From an optimization exercise on the open Yosys and OpenROAD flow, aimed at small area; shortcuts taken in it are not production practice. Function was checked by simulation only, so behaviour that the tests miss may differ from the original. Power figures rest on the tool's default switching activity, not on a simulated workload.

<file path="flow/config.mk">
export PLATFORM = sky130hd
export DESIGN_NAME = snake_engine
export DESIGN_NICKNAME = snake_engine
export VERILOG_FILES = /design/flow/design.v
export SDC_FILE = /design/flow/constraint.sdc
export NUM_CORES = 4
export LEC_CHECK = 0
export CAP_MARGIN = 20
export CORE_MARGIN = 2
export CORE_UTILIZATION = 40
export SLEW_MARGIN = 20
</file>
<file path="flow/constraint.sdc">
create_clock -name core_clock -period 10.0 [get_ports {clk_100MHz}]
set_input_delay 2.0000 -clock core_clock [delete_from_list [all_inputs] [get_ports {clk_100MHz}]]
set_output_delay 2.0000 -clock core_clock [all_outputs]
set_load 0.01 [all_outputs]
</file>
<file path="flow/design.v">
module snake_body_buf
#(
  parameter int GRID_W   = 32,
  parameter int GRID_H   = 24,
  parameter int MAX_LEN  = 64,
  parameter int INIT_LEN = 3,
  parameter int IDX_W    = $clog2(MAX_LEN)
) (
  input  logic             clk,
  input  logic             reset,
  input  logic             init,
  input  logic             wr_en,
  input  logic [9:0]       wr_seg,
  input  logic [IDX_W-1:0] scan_idx,
  output logic [9:0]       scan_seg,
  output logic [9:0]       head_seg,
  input  logic [IDX_W-1:0] rd_idx,
  input  logic [IDX_W:0]   rd_len,
  output logic [9:0]       rd_seg,
  output logic             rd_valid
);
  localparam int COORD_W = 5;
  localparam logic [IDX_W-1:0] INIT_PTR = IDX_W'(INIT_LEN - 1);
  logic [MAX_LEN-1:0][9:0] mem_q;
  logic [MAX_LEN-1:0][9:0] init_mem;
  logic [IDX_W-1:0] head_ptr_q, head_ptr_d;
  logic [IDX_W-1:0] wr_ptr;
  logic [IDX_W-1:0] scan_ptr;
  logic [IDX_W-1:0] rd_ptr;
  logic [9:0]       rd_seg_q, rd_seg_d;
  logic             rd_valid_q, rd_valid_d;
  genvar j;
  generate
    for (j = 0; j < MAX_LEN; j++) begin : g_init
      if (j < INIT_LEN) begin : g_live
        assign init_mem[j] = {COORD_W'(GRID_H / 2), COORD_W'(GRID_W / 2 - (INIT_LEN - 1) + j)};
      end else begin : g_zero
        assign init_mem[j] = '0;
      end
    end
  endgenerate
  assign wr_ptr = head_ptr_q + IDX_W'(1);
  always_comb begin
    head_ptr_d = head_ptr_q;
    if (init)       head_ptr_d = INIT_PTR;
    else if (wr_en) head_ptr_d = wr_ptr;
  end
  generate
    for (j = 0; j < MAX_LEN; j++) begin : g_mem
      always_ff @(posedge clk) begin
        if (reset || init)                        mem_q[j] <= init_mem[j];
        else if (wr_en && (wr_ptr == IDX_W'(j)))  mem_q[j] <= wr_seg;
      end
    end
  endgenerate
  assign scan_ptr = head_ptr_q - scan_idx;
  assign rd_ptr   = head_ptr_q - rd_idx;
  assign scan_seg = mem_q[scan_ptr];
  assign head_seg = mem_q[head_ptr_q];
  always_comb begin
    rd_seg_d   = mem_q[rd_ptr];
    rd_valid_d = ({1'b0, rd_idx} < rd_len);
  end
  always_ff @(posedge clk) begin
    if (reset) begin
      head_ptr_q <= INIT_PTR;
      rd_seg_q   <= '0;
      rd_valid_q <= 1'b0;
    end else begin
      head_ptr_q <= head_ptr_d;
      rd_seg_q   <= rd_seg_d;
      rd_valid_q <= rd_valid_d;
    end
  end
  assign rd_seg   = rd_seg_q;
  assign rd_valid = rd_valid_q;
endmodule
module snake_engine
#(
  parameter int GRID_W   = 32,
  parameter int GRID_H   = 24,
  parameter int MAX_LEN  = 64,
  parameter int INIT_LEN = 3
) (
  input  logic                       clk_100MHz,
  input  logic                       reset,
  input  logic                       game_tick,
  input  logic                       start,
  input  logic                       btn_up,
  input  logic                       btn_down,
  input  logic                       btn_left,
  input  logic                       btn_right,
  input  logic [4:0]                 food_x,
  input  logic [4:0]                 food_y,
  input  logic [$clog2(MAX_LEN)-1:0] seg_idx,
  output logic [4:0]                 seg_x,
  output logic [4:0]                 seg_y,
  output logic                       seg_valid,
  output logic [4:0]                 head_x,
  output logic [4:0]                 head_y,
  output logic [$clog2(MAX_LEN):0]   length,
  output logic                       ate,
  output logic                       running,
  output logic                       game_over,
  output logic [2:0]                 dbg_state
);
  localparam int COORD_W = 5;
  typedef enum logic [1:0] {
    DIR_UP,
    DIR_DOWN,
    DIR_LEFT,
    DIR_RIGHT
  } dir_e;
  typedef enum logic [2:0] {
    ST_IDLE,
    ST_RUN,
    ST_SCAN,
    ST_MOVE,
    ST_OVER
  } state_e;
  typedef struct packed {
    logic [COORD_W-1:0] y;
    logic [COORD_W-1:0] x;
  } seg_t;
  function automatic dir_e reverse_dir(input dir_e d);
    case (d)
      DIR_UP:   reverse_dir = DIR_DOWN;
      DIR_DOWN: reverse_dir = DIR_UP;
      DIR_LEFT: reverse_dir = DIR_RIGHT;
      default:  reverse_dir = DIR_LEFT;
    endcase
  endfunction
  localparam int IDX_W = $clog2(MAX_LEN);
  localparam int LEN_W = IDX_W + 1;
  state_e           state_q, state_d;
  dir_e             dir_q, dir_d;
  dir_e             last_dir_q, last_dir_d;
  logic [LEN_W-1:0] length_q, length_d;
  logic [LEN_W-1:0] scan_idx_q, scan_idx_d;
  logic [LEN_W-1:0] scan_last;
  logic             grow_q, grow_d;
  seg_t             next_q, next_d;
  logic             ate_q, ate_d;
  logic             init;
  logic             wr_en;
  seg_t             head_seg;
  seg_t             scan_seg;
  seg_t             rd_seg;
  seg_t             step_seg;
  seg_t             food;
  logic             hit_wall;
  logic             btn_valid;
  dir_e             btn_dir;
  dir_e             ref_dir;
  snake_body_buf #(
    .GRID_W  (GRID_W),
    .GRID_H  (GRID_H),
    .MAX_LEN (MAX_LEN),
    .INIT_LEN(INIT_LEN)
  ) u_body (
    .clk     (clk_100MHz),
    .reset   (reset),
    .init    (init),
    .wr_en   (wr_en),
    .wr_seg  (next_q),
    .scan_idx(scan_idx_q[IDX_W-1:0]),
    .scan_seg(scan_seg),
    .head_seg(head_seg),
    .rd_idx  (seg_idx),
    .rd_len  (length_q),
    .rd_seg  (rd_seg),
    .rd_valid(seg_valid)
  );
  assign food = {food_y, food_x};
  always_comb begin
    btn_valid = 1'b1;
    btn_dir   = DIR_RIGHT;
    if (btn_up)         btn_dir = DIR_UP;
    else if (btn_down)  btn_dir = DIR_DOWN;
    else if (btn_left)  btn_dir = DIR_LEFT;
    else if (btn_right) btn_dir = DIR_RIGHT;
    else                btn_valid = 1'b0;
  end
  always_comb begin
    step_seg = head_seg;
    hit_wall = 1'b0;
    case (dir_q)
      DIR_UP: begin
        hit_wall   = (head_seg.y == '0);
        step_seg.y = head_seg.y - COORD_W'(1);
      end
      DIR_DOWN: begin
        hit_wall   = (head_seg.y == COORD_W'(GRID_H - 1));
        step_seg.y = head_seg.y + COORD_W'(1);
      end
      DIR_LEFT: begin
        hit_wall   = (head_seg.x == '0);
        step_seg.x = head_seg.x - COORD_W'(1);
      end
      default: begin
        hit_wall   = (head_seg.x == COORD_W'(GRID_W - 1));
        step_seg.x = head_seg.x + COORD_W'(1);
      end
    endcase
  end
  assign ref_dir   = game_tick ? dir_q : last_dir_q;
  assign scan_last = grow_q ? (length_q - LEN_W'(1)) : (length_q - LEN_W'(2));
  always_comb begin
    state_d    = state_q;
    dir_d      = dir_q;
    last_dir_d = last_dir_q;
    length_d   = length_q;
    scan_idx_d = scan_idx_q;
    grow_d     = grow_q;
    next_d     = next_q;
    ate_d      = 1'b0;
    init       = 1'b0;
    wr_en      = 1'b0;
    case (state_q)
      ST_IDLE, ST_OVER: begin
        if (start) begin
          init       = 1'b1;
          dir_d      = DIR_RIGHT;
          last_dir_d = DIR_RIGHT;
          length_d   = LEN_W'(INIT_LEN);
          grow_d     = 1'b0;
          state_d    = ST_RUN;
        end
      end
      ST_RUN: begin
        if (btn_valid && (btn_dir != reverse_dir(ref_dir))) dir_d = btn_dir;
        if (game_tick) begin
          last_dir_d = dir_q;
          if (hit_wall) begin
            state_d = ST_OVER;
          end else begin
            next_d     = step_seg;
            grow_d     = (step_seg == food);
            scan_idx_d = '0;
            state_d    = ST_SCAN;
          end
        end
      end
      ST_SCAN: begin
        if (scan_seg == next_q)          state_d = ST_OVER;
        else if (scan_idx_q == scan_last) state_d = ST_MOVE;
        else                              scan_idx_d = scan_idx_q + LEN_W'(1);
      end
      ST_MOVE: begin
        wr_en = 1'b1;
        if (grow_q) begin
          ate_d = 1'b1;
          if (length_q != LEN_W'(MAX_LEN)) length_d = length_q + LEN_W'(1);
        end
        state_d = ST_RUN;
      end
      default: state_d = ST_IDLE;
    endcase
  end
  always_ff @(posedge clk_100MHz) begin
    if (reset) begin
      state_q    <= ST_IDLE;
      dir_q      <= DIR_RIGHT;
      last_dir_q <= DIR_RIGHT;
      length_q   <= LEN_W'(INIT_LEN);
      scan_idx_q <= '0;
      grow_q     <= 1'b0;
      next_q     <= '0;
      ate_q      <= 1'b0;
    end else begin
      state_q    <= state_d;
      dir_q      <= dir_d;
      last_dir_q <= last_dir_d;
      length_q   <= length_d;
      scan_idx_q <= scan_idx_d;
      grow_q     <= grow_d;
      next_q     <= next_d;
      ate_q      <= ate_d;
    end
  end
  assign head_x    = head_seg.x;
  assign head_y    = head_seg.y;
  assign seg_x     = rd_seg.x;
  assign seg_y     = rd_seg.y;
  assign length    = length_q;
  assign ate       = ate_q;
  assign running   = (state_q == ST_RUN) || (state_q == ST_SCAN) || (state_q == ST_MOVE);
  assign game_over = (state_q == ST_OVER);
  assign dbg_state = state_q;
endmodule
</file>
<file path="flow/run.sh">
#!/bin/bash
# synth_recipe.tcl (not shown) runs the flow's synth.tcl, then flattens the netlist and writes it again
# the make line also repeats each setting of config.mk as NAME=value (left out here)
make -C /OpenROAD-flow-scripts/flow DESIGN_CONFIG=/design/flow/config.mk WORK_HOME=/design/flow/orfs CLKGATE_MAP_FILE= SYNTH_SCRIPT=/design/flow/synth_recipe.tcl finish
</file>
==> summary.txt <==
Outcome
  – Status: complete, no violations

Synth
  – Synth warn: 2
  – Syn avg cell area: 9.87 um^2
  – Area share of xor/xnor cells in the synthesized design: 1.53%
  – Synth top area share: 32.6%
  – Adder-Cell Fraction of Synth Area: 1.17%
  – Sequential area share after synthesis: 32.6%
  – Post-synthesis mux area share: 36.3%
  – #FFs+latches synth: 690
  – Synth top area cells: dfxtp_1, mux4_2, mux2i_1, nand2_1, a21oi_1
  – Main combinational cell family by area after synthesis: multiplexers
  – Distinct cells, synth: 76
  – Post-Syn Instances: 4285
  – Post-Syn Area: 42300 um^2
  – Synth cell count leaders: dfxtp_1, nand2_1, mux4_2
  – Dominant cell type by area after synthesis: dfxtp_1
  – Post-synth EDFFs: 0
  – Post-synth net total: 4346
  – Ys async rst share: 0%
  – Post-Synth Simple-Gate Area: 15.0%
  – Compound-Gate Fraction of Synth Area: 8.76%
  – Most numerous cell in the Yosys netlist: dfxtp_1
  – Synth Flop Type: dfxtp_1

STA
  – RSZ-0062 raised after global routing: no
  – Peak Freq: 140 MHz
  – Final-report setup violation count: 0
  – Post-route clock period utilization: 71.2%
  – Post-route setup TNS: 0 ns
  – Final setup margin: 2.88 ns
  – Minimum clock period: 7.12 ns
  – Slew HR: 14.9%
  – Worst-margin pin slew: 1.27 ns
  – Final hold violations: 0
  – Clock skew: 0.0355 ns
  – Max Slew Vio Count: 0

Place
  – Inst Count DP: 5430
  – Place WS: 3.38 ns
  – DP HPWL: 111 mm
  – Port Buffers: 57
  – Final Wtd Congestion: 1.05
  – Placed cell area: 44100 um^2

Finish
  – Area growth syn-to-layout: 10.8%
  – Nets: 4181
  – Final Cell Area: 46900 um^2
  – # fillers: 9992
  – Layout cells sized above 1: 19.9%
  – Layout Cells excl Fill: 5573

Routing
  – WL per Instance: 31.1 um
  – DR vias: 37400
  – # DRC: 0
  – Pre-antenna DRT Iters: 7
  – Vias per Instance: 6.72
  – Final WL: 173 mm
  – Routed Antenna Nets: 0
  – DR iter-0 viols: 6228

Worst setup path
  – Req. time, crit path: 8.00 ns
  – FF-to-FF path depth: 13
  – Startpoint types: flip-flop
  – CP Max Fanout: 40
  – Crit Reg-Reg Startpoint: u_body.head_ptr_q[1]
  – R2R Setup Slk: 3.61 ns
  – CP Data Arrival Time: 5.12 ns
  – Setup CP Type: reg -> out
  – R2r endpoint: scan_idx_q[2]
  – CP endpoint kind: output pin

Pwr
  – Pwr Density: 139 nW/um^2
  – Leak: 15.8 nW
  – Peak VDD IR: 0.111 mV

Hold path
  – Hold Path Stages: 2
  – Hold Crit Start: u_body.mem_q[341]
  – Worst Hold Class: reg -> reg
  – Min-Delay Endpoint: u_body.mem_q[341]

Clocking
  – Clock Latency Late Sink: 0.68 ns
  – Clock sinks: 690
  – CTS Buffer Depth: 3
  – Post-CTS Setup Inserts: 0
  – H-tree levels: 3
  – Num CTS Buffers: 78
  – Hold buffer count at CTS: 0
  – CTS tree: built
  – Cell chosen for the clock root: clkbuf_16
  – Clock Pin Slew Worst Setup and Hold Paths: 0.06 ns
  – Post-CTS resize count: 0

Floorplan
  – IO Pins: 58
  – Initial Util: 40.3%
  – Die ar.: 108000 um^2
  – Core Rows: 119
  – Core Box Area: 105000 um^2
  – Die W: 329 um
  – Die Y: 329 um

Job
  – Max-cap violations: 0

Global route
  – GRT Overall Usage: 31.4%
  – First-pass GRT wire length: 249 mm
  – GRT overflow: 0
  – Largest net degree at the start of global routing: 209
  – Initial antenna violation count: 9
  – Vias in the first global route: 34100
[metal layers]
| metal | track usage (%) | share of wire, % | up-vias |
|---|---|---|---|
| met5 | 0 | 0.037 | - |
| met4 | 18.0 | 6.7 | 10 |
| met3 | 11.0 | 15 | 571 |
| met2 | 44.4 | 42 | 2965 |
| met1 | 41.6 | 37 | 18500 |
| li1 | - | - | 15400 |
[area by class of cell]
class / count / area, um^2 / area share, %
Tap cell: 1391 / 1740 / 3.71
Sequential cell: 690 / 13800 / 29.5
Clock inverter: 24 / 393 / 0.838
Inverter: 40 / 150 / 0.320
Clock buffer: 117 / 2370 / 5.06
Antenna cell: 1 / 2.50 / 0.00534
Multi-Input combinational cell: 3145 / 26900 / 57.4
Timing Repair Buffer: 165 / 1480 / 3.15
[cells by family (layout without fill, tap and decap cells)]
group | after synthesis | after routing
xor+xnor | 73 | 73
other cells | 0 | 1
mux | 908 | 908
flops | 690 | 690
fa+ha+maj | 37 | 37
compound gates | 628 | 628
buf+inv | 450 | 346
simple gates | 1499 | 1499
[critical path, cell delays in order, from the launching register on]
cell             delay [ns]
dfxtp_4                0.74
buf_4                  0.67
nor2b_1                0.41
a22oi_1                0.27
a21oi_1                0.13
nor4_1                 0.90
mux2i_1                0.43
inv_1                  0.28
clkdlybuf4s50_1        0.58
[cell usage in the layout, fill, tap and decap left out, types with 24 or more instances in the layout]
| cell type | synthesis | final |
|---|---|---|
| mux4_2 | 501 | 501 |
| nor2_1 | 407 | 392 |
| nor2b_1 | 27 | 26 |
| clkbuf_16 | 0 | 81 |
| o21ai_0 | 24 | 24 |
| a21oi_1 | 425 | 425 |
| mux2i_1 | 402 | 402 |
| a22oi_1 | 53 | 53 |
| dfxtp_1 | 690 | 675 |
| inv_1 | 36 | 36 |
| buf_4 | 31 | 99 |
| ha_1 | 33 | 31 |
| clkdlybuf4s50_1 | 0 | 57 |
| xnor2_1 | 48 | 44 |
| a211oi_1 | 29 | 27 |
| nand2_1 | 675 | 674 |
| nand3_1 | 260 | 260 |
[state kept, by name, summed over array words and instances (netlist names)]
signal	cells
ate_q	1
state_q	3
u_body.rd_seg_q	10
next_q	10
dir_q	2
u_body.rd_valid_q	1
last_dir_q	2
u_body.head_ptr_q	6
scan_idx_q	7
grow_q	1
u_body.mem_q	640
length_q	7
[where the power goes]
group	internal (mW)	leakage [nW]	switching (mW)
registers	2.76	5.57	0.0182
clock network	1.90	1.37	1.27
logic	0.169	8.88	0.382
total	4.82	15.8	1.67
[metrics by stage]
stage               total power [mW]  hold WS (ns)  utilization [%]
floorplan                       3.19         0.437                -
global placement                3.37         0.464             41.9
detailed placement              3.37         0.473             42.0
CTS                             6.49         0.482             44.6
global route                    6.62         0.501             44.6
finish                          6.49         0.483             44.6
[how the worst max path moves through the flow]
stage	startpoint	end	slack (ns)	cells after the start
after floorplan	u_body.head_ptr_q[0]	scan_idx_q[2]	4.84	19
after global placement	seg_idx[0]	u_body.rd_seg_q[7]	3.14	8
after detailed placement	seg_idx[0]	u_body.rd_seg_q[2]	3.38	8
after CTS	u_body.head_ptr_q[1]	head_x[0]	3.12	8
after global routing	u_body.head_ptr_q[1]	head_x[0]	2.84	8
final	u_body.head_ptr_q[1]	head_x[4]	2.88	8

-- afterwards: timing with drivers on the ports --
How much do the figures lean on ideal ports? The routed layout below was timed once more, with nothing changed but the port constraints. Step 1 assumes that a clkbuf_16 drives the clock port and a buf_2 every other input. Step 2 times the ports against the registers' clock, not the clock port: input delays grow and output delays shrink by t, the midpoint of the rising clock arrivals with the driver on. Three values: no drivers, after step 1, after step 2; two values: the first two.
t, ns: 0.736
setup slack, ns: 2.878 / 2.802 / 3.133
worst setup path at the end: input to register
After both steps setup and hold are still met in this run. The setup slack of this run moves by -0.076 ns with the drivers and by +0.255 ns with both steps.
